From an optimization exercise on the open Yosys and OpenROAD flow, aimed at a short achievable clock period and few clock cycles; shortcuts taken in it are not production practice.
Function was checked by simulation only, so behaviour that the tests miss may differ from the original.

==> run R: inputs <==
## processor
module processor #(
    parameter logic [31:0] reset_pc = '0
) (
    input  wire      clock,
    input  wire      rst,
    output isa_pkg::word_t    address_imem,
    input  isa_pkg::word_t    q_imem,
    output isa_pkg::word_t    address_dmem,
    output isa_pkg::word_t    data,
    output logic     wren,
    input  isa_pkg::word_t    q_dmem,
    output logic     ctrl_write_enable,
    output isa_pkg::reg_idx_t ctrl_write_reg,
    output isa_pkg::reg_idx_t ctrl_read_reg_a,
    output isa_pkg::reg_idx_t ctrl_read_reg_b,
    output isa_pkg::word_t    data_write_reg,
    input  isa_pkg::word_t    data_read_reg_a,
    input  isa_pkg::word_t    data_read_reg_b
);
export LEC_CHECK = 0
export CAP_MARGIN = 20
export CORE_MARGIN = 2
export CORE_UTILIZATION = 40
export PLACE_DENSITY = 0.6
export SETUP_SLACK_MARGIN = 1.2
export SLEW_MARGIN = 20
create_clock -name core_clock -period 5.8 [get_ports {clock}]
run.sh (not shown) runs the stock make flow with config.mk's settings and CLKGATE_MAP_FILE= SYNTH_SCRIPT=/design/flow/synth_recipe.tcl, a recipe that flattens the netlist after the stock synthesis.
==> run G: changes against run R <==
--- a/flow/design.v
+++ b/flow/design.v
@@ -408,11 +408,29 @@
     logic [17:0] f_tgt_lo;
     logic [14:0] f_tgt_hi;
     logic [31:0] f_target;
     logic [31:0] f_next;
     assign address_imem = pc;
-    assign pc_plus1     = pc + 32'd1;
+    function automatic logic [31:0] inc32(input logic [31:0] v);
+        logic [31:0] c;
+        c[0] = 1'b1;
+        for (int i = 1; i < 32; i++) c[i] = c[i-1] & v[i-1];
+        inc32 = v ^ c;
+    endfunction
+    function automatic logic [14:0] inc15(input logic [14:0] v);
+        logic [14:0] c;
+        c[0] = 1'b1;
+        for (int i = 1; i < 15; i++) c[i] = c[i-1] & v[i-1];
+        inc15 = v ^ c;
+    endfunction
+    function automatic logic [14:0] dec15(input logic [14:0] v);
+        logic [14:0] c;
+        c[0] = 1'b1;
+        for (int i = 1; i < 15; i++) c[i] = c[i-1] & ~v[i-1];
+        dec15 = v ^ c;
+    endfunction
+    assign pc_plus1 = inc32(pc);
     assign f_op  = q_imem[31:27];
     assign f_rd  = q_imem[26:22];
     assign f_rs  = q_imem[21:17];
     assign f_rt  = q_imem[16:12];
     assign f_aop = q_imem[6:2];
@@ -425,38 +443,53 @@
     assign f_is_jump   = (f_op == isa_pkg::op_j);
     assign f_is_branch = f_is_bne || f_is_blt;
     assign f_reads_rd  = f_is_sw || f_is_branch;
     assign f_rb        = f_reads_rd ? f_rd : f_rt;
     assign f_we        = (f_is_r || f_is_addi || f_is_lw) && (f_rd != 5'd0);
+    logic [14:0] pc_hi_inc, pc_hi_dec;
+    assign pc_hi_inc = inc15(pc[31:17]);
+    assign pc_hi_dec = dec15(pc[31:17]);
     ks_add #(.W(17)) u_tgt (
-        .a (pc_plus1[16:0]), .b (q_imem[16:0]), .cin (1'b0), .sum (f_tgt_lo[16:0]), .cout (f_tgt_lo[17])
+        .a (pc[16:0]), .b (q_imem[16:0]), .cin (1'b1), .sum (f_tgt_lo[16:0]), .cout (f_tgt_lo[17])
     );
     always_comb begin
         case ({q_imem[16], f_tgt_lo[17]})
-            2'b01:   f_tgt_hi = pc_plus1[31:17] + 15'd1;
-            2'b10:   f_tgt_hi = pc_plus1[31:17] - 15'd1;
-            default: f_tgt_hi = pc_plus1[31:17];
+            2'b01:   f_tgt_hi = pc_hi_inc;
+            2'b10:   f_tgt_hi = pc_hi_dec;
+            default: f_tgt_hi = pc[31:17];
         endcase
     end
     assign f_target = {f_tgt_hi, f_tgt_lo[16:0]};
+    localparam int BHT_BITS = 4;
+    logic [1:0]          bht [0:(1 << BHT_BITS) - 1];
+    logic [BHT_BITS-1:0] f_bidx;
+    logic                f_early_ok;     
+    logic                f_early_ne;     
+    logic                f_pred_taken;
+    assign f_bidx = pc[BHT_BITS-1:0];
     always_comb begin
-        if (f_is_jump)        f_next = {5'b0, q_imem[26:0]};
-        else if (f_is_branch) f_next = f_target;       
-        else                  f_next = pc_plus1;
+        if (f_is_jump)         f_next = {5'b0, q_imem[26:0]};
+        else if (f_pred_taken) f_next = f_target;
+        else                   f_next = pc_plus1;
     end
     logic        x_valid;
     logic [4:0]  x_rd;
     logic [4:0]  x_rs;
     logic [4:0]  x_rb;
     logic [4:0]  x_shamt;
     logic [31:0] x_imm;
-    logic [31:0] x_pc1;
     logic        x_we_d;         
     logic        x_use_imm;      
     logic        x_sub;
     logic        x_sel_sum, x_sel_and, x_sel_or, x_sel_sll, x_sel_sra;
     logic        x_lw_d, x_sw_d, x_bne_d, x_blt_d;
+    logic        x_addi_we;      
+    logic [31:0] x_negimm;       
+    logic        x_pred;         
+    logic [31:0] x_alt;          
+    logic [BHT_BITS-1:0] x_bidx;
+    logic        x_bne_pt, x_bne_pn, x_blt_pt, x_blt_pn;    
     logic        x_fa_alu, x_fa_ld, x_fb_alu, x_fb_ld;
     assign ctrl_read_reg_a = x_rs;
     assign ctrl_read_reg_b = x_rb;
     logic        m_we;
     logic        m_load;
@@ -483,18 +516,25 @@
                       ({32{x_sel_sll}} & shl) |
                       ({32{x_sel_sra}} & sra);
     logic x_ne, x_lt, x_mispredict, x_we;
     assign x_ne = (src_b != src_a);
     slt32 u_lt (.a (src_b), .b (src_a), .lt (x_lt));
-    assign x_mispredict = x_valid && ((x_bne_d && !x_ne) || (x_blt_d && !x_lt));
+    logic x_taken;
+    assign x_taken      = (x_bne_d && x_ne) || (x_blt_d && x_lt);
+    assign x_mispredict = x_valid && ((x_bne_pt && !x_ne) || (x_bne_pn && x_ne) ||
+                                      (x_blt_pt && !x_lt) || (x_blt_pn && x_lt));
+    assign f_early_ok = f_is_bne && x_valid && x_addi_we && !x_fa_alu && !x_fa_ld &&
+                        (((f_rd == x_rd) && (f_rs == 5'd0)) || ((f_rs == x_rd) && (f_rd == 5'd0)));
+    assign f_early_ne = (data_read_reg_a != x_negimm);     
+    assign f_pred_taken = f_is_branch && (f_early_ok ? f_early_ne : bht[f_bidx][1]);
     assign x_we = x_valid && x_we_d;
     always_ff @(posedge clock) begin
         if (rst) begin
             pc      <= reset_pc;
             x_valid <= 1'b0;
         end else if (x_mispredict) begin
-            pc      <= x_pc1;
+            pc      <= x_alt;
             x_valid <= 1'b0;
         end else begin
             pc      <= f_next;
             x_valid <= 1'b1;
         end
@@ -503,11 +543,19 @@
         x_rd      <= f_rd;
         x_rs      <= f_rs;
         x_rb      <= f_rb;
         x_shamt   <= q_imem[11:7];
         x_imm     <= {{15{q_imem[16]}}, q_imem[16:0]};
-        x_pc1     <= pc_plus1;
+        x_addi_we <= f_is_addi && (f_rd != 5'd0);
+        x_negimm  <= inc32(~{{15{q_imem[16]}}, q_imem[16:0]});
+        x_pred    <= f_pred_taken;
+        x_alt     <= f_pred_taken ? pc_plus1 : f_target;
+        x_bidx    <= f_bidx;
+        x_bne_pt  <= f_is_bne &&  f_pred_taken;
+        x_bne_pn  <= f_is_bne && !f_pred_taken;
+        x_blt_pt  <= f_is_blt &&  f_pred_taken;
+        x_blt_pn  <= f_is_blt && !f_pred_taken;
         x_we_d    <= f_we;
         x_use_imm <= f_is_addi || f_is_lw || f_is_sw;
         x_sub     <= f_is_r && (f_aop == isa_pkg::alu_sub);
         x_sel_sum <= f_is_addi || f_is_lw || f_is_sw ||
                      (f_is_r && ((f_aop == isa_pkg::alu_add) || (f_aop == isa_pkg::alu_sub)));
@@ -522,10 +570,31 @@
         x_fa_alu  <= x_we && !x_lw_d && (x_rd == f_rs);
         x_fa_ld   <= x_we &&  x_lw_d && (x_rd == f_rs);
         x_fb_alu  <= x_we && !x_lw_d && (x_rd == f_rb);
         x_fb_ld   <= x_we &&  x_lw_d && (x_rd == f_rb);
     end
+    logic [1:0]          x_bctr;
+    logic                m_bvalid;
+    logic [1:0]          m_bctr_inc, m_bctr_dec;
+    logic                m_btaken;
+    logic [BHT_BITS-1:0] m_bidx;
+    assign x_bctr = bht[x_bidx];
+    always_ff @(posedge clock) begin
+        if (rst) m_bvalid <= 1'b0;
+        else     m_bvalid <= x_valid && (x_bne_d || x_blt_d);
+        m_btaken   <= x_taken;
+        m_bidx     <= x_bidx;
+        m_bctr_inc <= (x_bctr == 2'b11) ? 2'b11 : x_bctr + 2'd1;
+        m_bctr_dec <= (x_bctr == 2'b00) ? 2'b00 : x_bctr - 2'd1;
+    end
+    always_ff @(posedge clock) begin
+        if (rst) begin
+            for (int i = 0; i < (1 << BHT_BITS); i++) bht[i] <= 2'b10;
+        end else if (m_bvalid) begin
+            bht[m_bidx] <= m_btaken ? m_bctr_inc : m_bctr_dec;
+        end
+    end
     always_ff @(posedge clock) begin
         if (rst) begin
             m_we    <= 1'b0;
             m_load  <= 1'b0;
             m_store <= 1'b0;
==> flow/flow/run.sh (new file) <==
#!/bin/bash
# Standard layout with two changes to synthesis: no adder-cell mapping step
# (ADDER_MAP_FILE empty), and ABC maps with flow/speed.abc, a depth-oriented
# script, so that the prefix adders in the RTL keep their short depth.
set -euo pipefail
HERE=$(pwd)
cat flow/abc_override.tcl synth_recipe.tcl > my_synth.tcl
sed "s#SYNTH_SCRIPT=[^ ]*#SYNTH_SCRIPT=$HERE/my_synth.tcl#" standard.sh > my_standard.sh
export MY_ABC_SCRIPT=$HERE/flow/speed.abc
export ADDER_MAP_FILE=
bash my_standard.sh > orfs_make.log 2>&1
==> flow/flow/abc_override.tcl (new file) <==
# Technology mapping with our own ABC script (flow/speed.abc) instead of the
# platform's; everything else in synthesis is the standard script's.
proc abc {args} {
  set i [lsearch -exact $args -script]
  if { $i >= 0 } { lset args [expr { $i + 1 }] $::env(MY_ABC_SCRIPT) }
  puts "abc with our script: $args"
  yosys abc {*}$args
}
==> flow/flow/speed.abc (new file) <==
strash
balance
&get -n
&dch -f
&nf {D}
&put
buffer -c
upsize -c {D}
dnsize -c {D}
stime -p
==> flow/standard.sh (new file) <==
#!/bin/bash
# synth_recipe.tcl (not shown) runs the flow's synth.tcl, then flattens the netlist and writes it again
# the make line also repeats each setting of config.mk as NAME=value (left out here)
make -C /OpenROAD-flow-scripts/flow DESIGN_CONFIG=/design/flow/config.mk WORK_HOME=/design/flow/orfs CLKGATE_MAP_FILE= SYNTH_SCRIPT=/design/flow/synth_recipe.tcl "${@:-finish}"
SETUP_SLACK_MARGIN = 4.0   (was 1.2)
TNS_END_PERCENT = 100   (was not set)
removed: flow/run.sh
==> run Y: changes against run R <==
--- a/flow/design.v
+++ b/flow/design.v
@@ -408,11 +408,29 @@
     logic [17:0] f_tgt_lo;
     logic [14:0] f_tgt_hi;
     logic [31:0] f_target;
     logic [31:0] f_next;
     assign address_imem = pc;
-    assign pc_plus1     = pc + 32'd1;
+    function automatic logic [31:0] inc32(input logic [31:0] v);
+        logic [31:0] c;
+        c[0] = 1'b1;
+        for (int i = 1; i < 32; i++) c[i] = c[i-1] & v[i-1];
+        inc32 = v ^ c;
+    endfunction
+    function automatic logic [14:0] inc15(input logic [14:0] v);
+        logic [14:0] c;
+        c[0] = 1'b1;
+        for (int i = 1; i < 15; i++) c[i] = c[i-1] & v[i-1];
+        inc15 = v ^ c;
+    endfunction
+    function automatic logic [14:0] dec15(input logic [14:0] v);
+        logic [14:0] c;
+        c[0] = 1'b1;
+        for (int i = 1; i < 15; i++) c[i] = c[i-1] & ~v[i-1];
+        dec15 = v ^ c;
+    endfunction
+    assign pc_plus1 = inc32(pc);
     assign f_op  = q_imem[31:27];
     assign f_rd  = q_imem[26:22];
     assign f_rs  = q_imem[21:17];
     assign f_rt  = q_imem[16:12];
     assign f_aop = q_imem[6:2];
@@ -425,18 +443,21 @@
     assign f_is_jump   = (f_op == isa_pkg::op_j);
     assign f_is_branch = f_is_bne || f_is_blt;
     assign f_reads_rd  = f_is_sw || f_is_branch;
     assign f_rb        = f_reads_rd ? f_rd : f_rt;
     assign f_we        = (f_is_r || f_is_addi || f_is_lw) && (f_rd != 5'd0);
+    logic [14:0] pc_hi_inc, pc_hi_dec;
+    assign pc_hi_inc = inc15(pc[31:17]);
+    assign pc_hi_dec = dec15(pc[31:17]);
     ks_add #(.W(17)) u_tgt (
-        .a (pc_plus1[16:0]), .b (q_imem[16:0]), .cin (1'b0), .sum (f_tgt_lo[16:0]), .cout (f_tgt_lo[17])
+        .a (pc[16:0]), .b (q_imem[16:0]), .cin (1'b1), .sum (f_tgt_lo[16:0]), .cout (f_tgt_lo[17])
     );
     always_comb begin
         case ({q_imem[16], f_tgt_lo[17]})
-            2'b01:   f_tgt_hi = pc_plus1[31:17] + 15'd1;
-            2'b10:   f_tgt_hi = pc_plus1[31:17] - 15'd1;
-            default: f_tgt_hi = pc_plus1[31:17];
+            2'b01:   f_tgt_hi = pc_hi_inc;
+            2'b10:   f_tgt_hi = pc_hi_dec;
+            default: f_tgt_hi = pc[31:17];
         endcase
     end
     assign f_target = {f_tgt_hi, f_tgt_lo[16:0]};
     always_comb begin
         if (f_is_jump)        f_next = {5'b0, q_imem[26:0]};
==> flow/flow/run.sh (new file) <==
#!/bin/bash
# Standard layout with two changes to synthesis: no adder-cell mapping step
# (ADDER_MAP_FILE empty), and ABC maps with flow/speed.abc, a depth-oriented
# script, so that the prefix adders in the RTL keep their short depth.
set -euo pipefail
HERE=$(pwd)
cat flow/abc_override.tcl synth_recipe.tcl > my_synth.tcl
sed "s#SYNTH_SCRIPT=[^ ]*#SYNTH_SCRIPT=$HERE/my_synth.tcl#" standard.sh > my_standard.sh
export MY_ABC_SCRIPT=$HERE/flow/speed.abc
export ADDER_MAP_FILE=
bash my_standard.sh > orfs_make.log 2>&1
==> flow/flow/abc_override.tcl (new file) <==
# Technology mapping with our own ABC script (flow/speed.abc) instead of the
# platform's; everything else in synthesis is the standard script's.
proc abc {args} {
  set i [lsearch -exact $args -script]
  if { $i >= 0 } { lset args [expr { $i + 1 }] $::env(MY_ABC_SCRIPT) }
  puts "abc with our script: $args"
  yosys abc {*}$args
}
==> flow/flow/speed.abc (new file) <==
strash
&get -n
&st
&b -d
&dch -f
&nf -p {D}
&put
buffer -c
upsize -c {D}
dnsize -c {D}
stime -p
==> flow/standard.sh (new file) <==
#!/bin/bash
# synth_recipe.tcl (not shown) runs the flow's synth.tcl, then flattens the netlist and writes it again
# the make line also repeats each setting of config.mk as NAME=value (left out here)
make -C /OpenROAD-flow-scripts/flow DESIGN_CONFIG=/design/flow/config.mk WORK_HOME=/design/flow/orfs CLKGATE_MAP_FILE= SYNTH_SCRIPT=/design/flow/synth_recipe.tcl "${@:-finish}"
SETUP_SLACK_MARGIN = 4.0   (was 1.2)
TNS_END_PERCENT = 100   (was not set)
removed: flow/run.sh
==> summary.txt <==
* Synthesized instance count at 2620
* Hold_ws at 0.329 ns
* Area of the die at roughly 54000 um2
* Seq Cell Count at 291
* Initial Utilization at 0.407
* Reg-to-reg startpoint: x_fa_ld
* GPL Wtd Cong at 1.03
* Worst Path Buf+Inv at 4
* Met2 layer wire length in the routed design at around 51000 um
* Number of well-tap cells placed at ~700
* Outcome: finished clean
* Highest Clock Rate at between 0.2 and 0.3 GHz
(the above is from run G)
==> summary.txt <==
* Seq Cell Count at 223
* Area of the die at between 40000 and 50000 um2
* GPL Wtd Cong at 1.00
* Synthesized instance count at 2256
* Outcome: finished clean
* Reg-to-reg startpoint: x_fb_ld
* Worst Path Buf+Inv at 5
(the above is from run Y)
==> summary.txt <==
* Area of the die at 45000 um2
* GPL Wtd Cong at 0.999
* Outcome: finished clean
* Hold_ws at 0.317 ns
* Synthesized instance count at 2128
* Seq Cell Count at ~220
* Worst Path Buf+Inv at 3
* Reg-to-reg startpoint: pc[0]
* Met2 layer wire length in the routed design at 33600 um
* Number of well-tap cells placed at 585
(the above is from run R)
Testbench counts of run R, summed over its fixed seeds: cycles 162,081.
Testbench counts of run G, summed over its fixed seeds: cycles 156,123.
Testbench counts of run Y, summed over its fixed seeds: cycles 162,081.

what the ideal ports hide:
No port has a modelled driver above. Below, the same layouts with a new extraction and two added sets of constraints. Step 1 (the two cells are an assumption about what drives the block):
set clk [get_ports {clock}]
set_driving_cell -lib_cell sky130_fd_sc_hd__clkbuf_16 $clk
set_driving_cell -lib_cell sky130_fd_sc_hd__buf_2 [delete_from_list [all_inputs] $clk]
Step 2, shift: input delay + t, output delay - t, t = (earliest + latest rising clock arrival at the registers) / 2. This alone moves slack from input paths to output paths. Three values: ideal, step 1, step 2; two values: the first two.
run	shift t [ns]	setup slack, ns	worst setup path after step 2	clock arrival spread, ns	worst register clock-pin slew, ns
run R	0.624	0.871 / 0.871 / 0.337	input to register	0.014 / 0.014	0.07 / 0.07
run G	0.639	2.014 / 2.042 / 1.404	input to register	0.028 / 0.029	0.07 / 0.07
run Y	0.658	2.265 / 2.265 / 1.683	input to register	0.034 / 0.034	0.07 / 0.07
After both steps setup and hold are still met in every run listed. For run G, which loses most, drivers alone change the setup slack by +0.028 ns; drivers and shift together by -0.610 ns.
